This is an optimization exercise on Yosys and OpenROAD, whose aim is small area, a short achievable clock period and few clock cycles per item, not a production implementation.
Function was checked by simulation only, so behaviour that the tests miss may differ from the original.
Power figures rest on the tool's default switching activity, not on a simulated workload.

## 01-25
==> flow/design.v <==
`default_nettype none
package rv_alu_pkg;
  localparam logic [6:0] OPC_OP     = 7'b0110011;       
  localparam logic [6:0] OPC_OP_IMM = 7'b0010011;       
endpackage
`default_nettype wire
`timescale 1ns/1ns
`default_nettype none
module rv_alu_top (
  input  logic              clk_i,
  input  logic              rst_n,
  input  logic              instr_valid,
  input  logic [31:0]       instr,
  output logic              instr_ready,
  output logic              wb_valid,
  output logic [36:0]       wb,            
  input  logic              wb_ready
);
  logic        d_v;
  logic [31:7] d_ins;
  logic        d_imm;
  logic        e_v;
  logic [4:0]  e_rd;
  logic [31:0] e_a;
  logic [31:0] e_b;          
  logic        e_sub;        
  logic        e_sgn;        
  logic        e_sel_sll;    
  logic        e_sel_sr;     
  logic        e_arith;      
  logic        e_sel_add;
  logic        e_sel_lt;
  logic        e_sel_xor;
  logic        e_sel_or;
  logic        e_sel_and;
  logic [4:0]  e_shl;        
  logic [4:0]  e_shr_n;      
  logic        s_v;          
  logic        w_v;          
  logic [4:0]  w_rd;
  logic [31:1] w_we;         
  logic [31:0] w_val;
  logic [3:0]  d_r1h;        
  logic [7:0]  d_r1l;        
  logic [3:0]  d_r2h;        
  logic [7:0]  d_r2l;
  logic        q_v;          
  logic [31:7] q_ins;
  logic        q_imm;
  logic [31:1][31:0] rf;
  logic [31:1]       rf_v;
  logic out_free;
  logic go;                  
  logic d_free;              
  logic take;                
  logic acc;
  assign out_free    = ~wb_valid | wb_ready;
  assign go          = out_free | (~s_v & ~e_v);
  assign d_free      = ~d_v | go;
  assign instr_ready = ~q_v;
  assign acc         = instr_valid & ~q_v;
  logic in_alu;
  assign in_alu = (instr[6:0] == rv_alu_pkg::OPC_OP) || (instr[6:0] == rv_alu_pkg::OPC_OP_IMM);
  assign take   = acc & in_alu & (instr[11:7] != 5'd0);
  always_ff @(posedge clk_i or negedge rst_n) begin
    if (!rst_n) begin
      d_v <= 1'b0;
      q_v <= 1'b0;
    end else begin
      if (d_free) begin
        d_v <= q_v | take;
      end
      q_v <= q_v ? ~d_free : (take & ~d_free);
    end
  end
  logic [31:7] d_src;
  logic        src_imm;
  assign d_src   = q_v ? q_ins : instr[31:7];
  assign src_imm = q_v ? q_imm : ~instr[5];
  always_ff @(posedge clk_i) begin
    if (d_free) begin
      d_ins <= d_src;
      d_imm <= src_imm;
      for (int i = 0; i < 4; i++) begin
        d_r1h[i] <= d_src[19:18] == 2'(i);
        d_r2h[i] <= d_src[24:23] == 2'(i) && !src_imm;
      end
      for (int i = 0; i < 8; i++) begin
        d_r1l[i] <= d_src[17:15] == 3'(i);
        d_r2l[i] <= d_src[22:20] == 3'(i);
      end
    end
    if (!q_v) begin
      q_ins <= instr[31:7];
      q_imm <= ~instr[5];
    end
  end
  logic [2:0]  f3;
  logic [4:0]  rs1;
  logic [4:0]  rs2;
  logic [31:0] imm;
  assign f3  = d_ins[14:12];
  assign rs1 = d_ins[19:15];
  assign rs2 = d_ins[24:20];
  assign imm = {{20{d_ins[31]}}, d_ins[31:20]};
  logic [31:1] rd_ok;
  logic [31:1] sel_a;
  logic [31:1] sel_b;
  logic        sel_aw;
  logic        sel_bw;
  logic [31:0] ra;
  logic [31:0] rb;
  always_comb begin
    for (int j = 1; j < 32; j++) begin
      rd_ok[j] = rf_v[j] & ~w_we[j];
      sel_a[j] = d_r1h[j / 8] & d_r1l[j % 8] & rd_ok[j];
      sel_b[j] = d_r2h[j / 8] & d_r2l[j % 8] & rd_ok[j];
    end
    sel_aw = w_v && w_rd == rs1;
    sel_bw = w_v && w_rd == rs2 && !d_imm;
    ra = {32{sel_aw}} & w_val;
    rb = ({32{sel_bw}} & w_val) | ({32{d_imm}} & imm);
    for (int j = 1; j < 32; j++) begin
      ra = ra | ({32{sel_a[j]}} & rf[j]);
      rb = rb | ({32{sel_b[j]}} & rf[j]);
    end
  end
  logic        sub_nx;
  assign sub_nx = (f3 == 3'b000 && !d_imm && d_ins[30]) || f3 == 3'b010 || f3 == 3'b011;
  logic [31:0] res;
  logic [31:0] a_nx;
  logic [31:0] b_nx;
  assign a_nx = (e_v && e_rd == rs1) ? res : ra;
  assign b_nx = (e_v && e_rd == rs2 && !d_imm) ? res : rb;
  always_ff @(posedge clk_i or negedge rst_n) begin
    if (!rst_n) begin
      e_v <= 1'b0;
    end else begin
      e_v <= d_v & go;
    end
  end
  always_ff @(posedge clk_i) begin
    e_rd      <= d_ins[11:7];
    e_a       <= a_nx;
    e_b       <= b_nx ^ {32{sub_nx}};            
    e_shl     <= b_nx[4:0];
    e_shr_n   <= ~b_nx[4:0];
    e_sub     <= sub_nx;
    e_sgn     <= (f3 == 3'b010);
    e_arith   <= (f3 == 3'b101) && d_ins[30];
    e_sel_add <= (f3 == 3'b000);
    e_sel_lt  <= (f3 == 3'b010) || (f3 == 3'b011);
    e_sel_sll <= (f3 == 3'b001);
    e_sel_sr  <= (f3 == 3'b101);
    e_sel_xor <= (f3 == 3'b100);
    e_sel_or  <= (f3 == 3'b110);
    e_sel_and <= (f3 == 3'b111);
  end
  logic [33:0] sum;
  logic        ext_a;
  logic        ext_b;
  assign ext_a = e_sgn & e_a[31];
  assign ext_b = ~e_sgn | e_b[31];
  assign sum   = {ext_a, e_a, 1'b1} + {ext_b, e_b, e_sub};
  logic [31:0] sh_l;
  logic [32:0] sh_r;
  assign sh_l = e_a << e_shl;
  assign sh_r = $signed({e_arith & e_a[31], e_a}) >>> ~e_shr_n;
  assign res = ({32{e_sel_add}} & sum[32:1])
             | ({32{e_sel_sll}} & sh_l)
             | ({32{e_sel_sr}}  & sh_r[31:0])
             | ({32{e_sel_xor}} & (e_a ^ e_b))
             | ({32{e_sel_or}}  & (e_a | e_b))
             | ({32{e_sel_and}} & (e_a & e_b))
             | {31'd0, e_sel_lt & sum[33]};
  always_ff @(posedge clk_i or negedge rst_n) begin
    if (!rst_n) begin
      w_v <= 1'b0;
    end else begin
      w_v <= e_v;
    end
  end
  always_ff @(posedge clk_i) begin
    if (e_v) begin                       
      w_rd  <= e_rd;
      w_val <= res;
    end
    for (int j = 1; j < 32; j++) begin
      w_we[j] <= e_v && e_rd == 5'(j);
    end
  end
  always_ff @(posedge clk_i or negedge rst_n) begin
    if (!rst_n) begin
      rf_v <= '0;
    end else begin
      rf_v <= rf_v | w_we;
    end
  end
  for (genvar j = 1; j < 32; j++) begin : g_rf
    always_ff @(posedge clk_i) begin
      if (w_we[j]) begin
        rf[j] <= w_val;
      end
    end
  end
  always_ff @(posedge clk_i or negedge rst_n) begin
    if (!rst_n) begin
      wb_valid <= 1'b0;
      s_v      <= 1'b0;
    end else begin
      wb_valid <= s_v | e_v | ~out_free;
      s_v      <= ~out_free & (s_v | e_v);
    end
  end
  always_ff @(posedge clk_i) begin
    if (out_free) begin
      wb <= s_v ? {w_rd, w_val} : {e_rd, res};
    end
  end
endmodule
`default_nettype wire
export LEC_CHECK = 0
export CAP_MARGIN = 20
export CELL_PAD_IN_SITES_DETAIL_PLACEMENT = 1
export CELL_PAD_IN_SITES_GLOBAL_PLACEMENT = 1
export CORE_MARGIN = 2
export CORE_UTILIZATION = 40
export CTS_CLUSTER_DIAMETER = 100
export CTS_CLUSTER_SIZE = 25
export PLACE_DENSITY = 0.5
export SLEW_MARGIN = 20
create_clock -name core_clock -period 8.5 [get_ports {clk_i}]
standard.sh (not shown) runs the stock make flow with config.mk's settings and CLKGATE_MAP_FILE= SYNTH_SCRIPT=/design/flow/synth_recipe.tcl, a recipe that flattens the netlist after the stock synthesis.
==> flow/flow/run.sh <==
#!/bin/bash
# The standard layout, with
#  - met1 derated more in global routing (flow/fastroute.tcl).
set -uo pipefail
bash standard.sh SETUP_SLACK_MARGIN=5.3 FASTROUTE_TCL="$PWD/flow/fastroute.tcl" finish > run_standard.log 2>&1
==> flow/flow/fastroute.tcl <==
# Global routing layers as the platform sets them, but with met1 derated
# harder: sky130hd's flip-flops block most of met1 across the cell, so guides
# on met1 are what the detailed router fights with.
set_global_routing_layer_adjustment met1 0.6
set_global_routing_layer_adjustment met2-met5 0.2
set_routing_layers -clock met3-met5
set_routing_layers -signal met1-met5
Testbench counts of 01-25, summed over its fixed seeds: cycles 16,024, items 16,000.
#### Input delta (03-01 over 01-25)
--- a/flow/design.v
+++ b/flow/design.v
@@ -36,5 +36,6 @@
   logic [4:0]  e_shl;        
   logic [4:0]  e_shr_n;      
-  logic        s_v;          
+  logic        s_v;
+  logic [36:0] s_wb;
   logic        w_v;          
   logic [4:0]  w_rd;
@@ -75,14 +76,12 @@
   end
   logic [31:7] d_src;
-  logic        src_imm;
-  assign d_src   = q_v ? q_ins : instr[31:7];
-  assign src_imm = q_v ? q_imm : ~instr[5];
+  assign d_src = q_v ? q_ins : instr[31:7];
   always_ff @(posedge clk_i) begin
     if (d_free) begin
       d_ins <= d_src;
-      d_imm <= src_imm;
+      d_imm <= q_v ? q_imm : ~instr[5];
       for (int i = 0; i < 4; i++) begin
         d_r1h[i] <= d_src[19:18] == 2'(i);
-        d_r2h[i] <= d_src[24:23] == 2'(i) && !src_imm;
+        d_r2h[i] <= d_src[24:23] == 2'(i);
       end
       for (int i = 0; i < 8; i++) begin
@@ -104,5 +103,4 @@
   assign rs2 = d_ins[24:20];
   assign imm = {{20{d_ins[31]}}, d_ins[31:20]};
-  logic [31:1] rd_ok;
   logic [31:1] sel_a;
   logic [31:1] sel_b;
@@ -113,12 +111,11 @@
   always_comb begin
     for (int j = 1; j < 32; j++) begin
-      rd_ok[j] = rf_v[j] & ~w_we[j];
-      sel_a[j] = d_r1h[j / 8] & d_r1l[j % 8] & rd_ok[j];
-      sel_b[j] = d_r2h[j / 8] & d_r2l[j % 8] & rd_ok[j];
+      sel_a[j] = d_r1h[j / 8] & d_r1l[j % 8] & rf_v[j] & ~w_we[j];
+      sel_b[j] = d_r2h[j / 8] & d_r2l[j % 8] & rf_v[j] & ~w_we[j];
     end
     sel_aw = w_v && w_rd == rs1;
-    sel_bw = w_v && w_rd == rs2 && !d_imm;
+    sel_bw = w_v && w_rd == rs2;
     ra = {32{sel_aw}} & w_val;
-    rb = ({32{sel_bw}} & w_val) | ({32{d_imm}} & imm);
+    rb = {32{sel_bw}} & w_val;
     for (int j = 1; j < 32; j++) begin
       ra = ra | ({32{sel_a[j]}} & rf[j]);
@@ -132,5 +129,5 @@
   logic [31:0] b_nx;
   assign a_nx = (e_v && e_rd == rs1) ? res : ra;
-  assign b_nx = (e_v && e_rd == rs2 && !d_imm) ? res : rb;
+  assign b_nx = d_imm ? imm : ((e_v && e_rd == rs2) ? res : rb);
   always_ff @(posedge clk_i or negedge rst_n) begin
     if (!rst_n) begin
@@ -182,8 +179,6 @@
   end
   always_ff @(posedge clk_i) begin
-    if (e_v) begin                       
-      w_rd  <= e_rd;
-      w_val <= res;
-    end
+    w_rd  <= e_rd;
+    w_val <= res;
     for (int j = 1; j < 32; j++) begin
       w_we[j] <= e_v && e_rd == 5'(j);
@@ -215,5 +210,8 @@
   always_ff @(posedge clk_i) begin
     if (out_free) begin
-      wb <= s_v ? {w_rd, w_val} : {e_rd, res};
+      wb <= s_v ? s_wb : {e_rd, res};
+    end
+    if (!s_v) begin
+      s_wb <= {e_rd, res};
     end
   end
Results
Mean number of vias per cell, 03-01 and 01-25: higher on 01-25
There was hardly any difference in fmax between 01-25 and 03-01.
Status: first-pass GRT wire length parity (01-25, 03-01)
03-01 against 01-25: minimum hold slack was more or less identical, total power draw moved up, die area grew by about 0.5%.
From 01-25 to 03-01 the numbers moved as follows: initial cell density of the core did not really move, area taken by flip-flops and latches picked up an extra about 1%.
Testbench counts of 03-01, summed over its fixed seeds: cycles 16,024, items 16,000.

-- port drivers added, routing unchanged --
The results above use ideal ports. As a check the final layouts listed here were re-extracted and re-timed, cells and wires unchanged.
Step 1: set_driving_cell puts a clkbuf_16 on clk_i and a buf_2 on each other input, an assumption about the parent block.
Step 2 adds t to the input delays and takes it off the output delays; t is the mean of the earliest and latest rising clock arrival at the registers after step 1. Input paths then give back, and output paths get back, about the clock's delay inside the block.
a / b / c = no drivers / after step 1 / after step 2; a / b = the first two.
run | shift t [ns] | setup slack, ns | hold WS [ns] | worst setup path at the end
01-25 | 0.798 | 5.229 / 5.166 / 4.759 | 0.350 / 0.350 / 0.350 | input to register
03-01 | 0.832 | 5.228 / 5.228 / 4.656 | 0.351 / 0.351 / 0.351 | input to register
After both steps every run listed still meets setup and hold. For 03-01, which loses most, drivers alone change the setup slack by 0.000 ns; drivers and shift together by -0.572 ns.
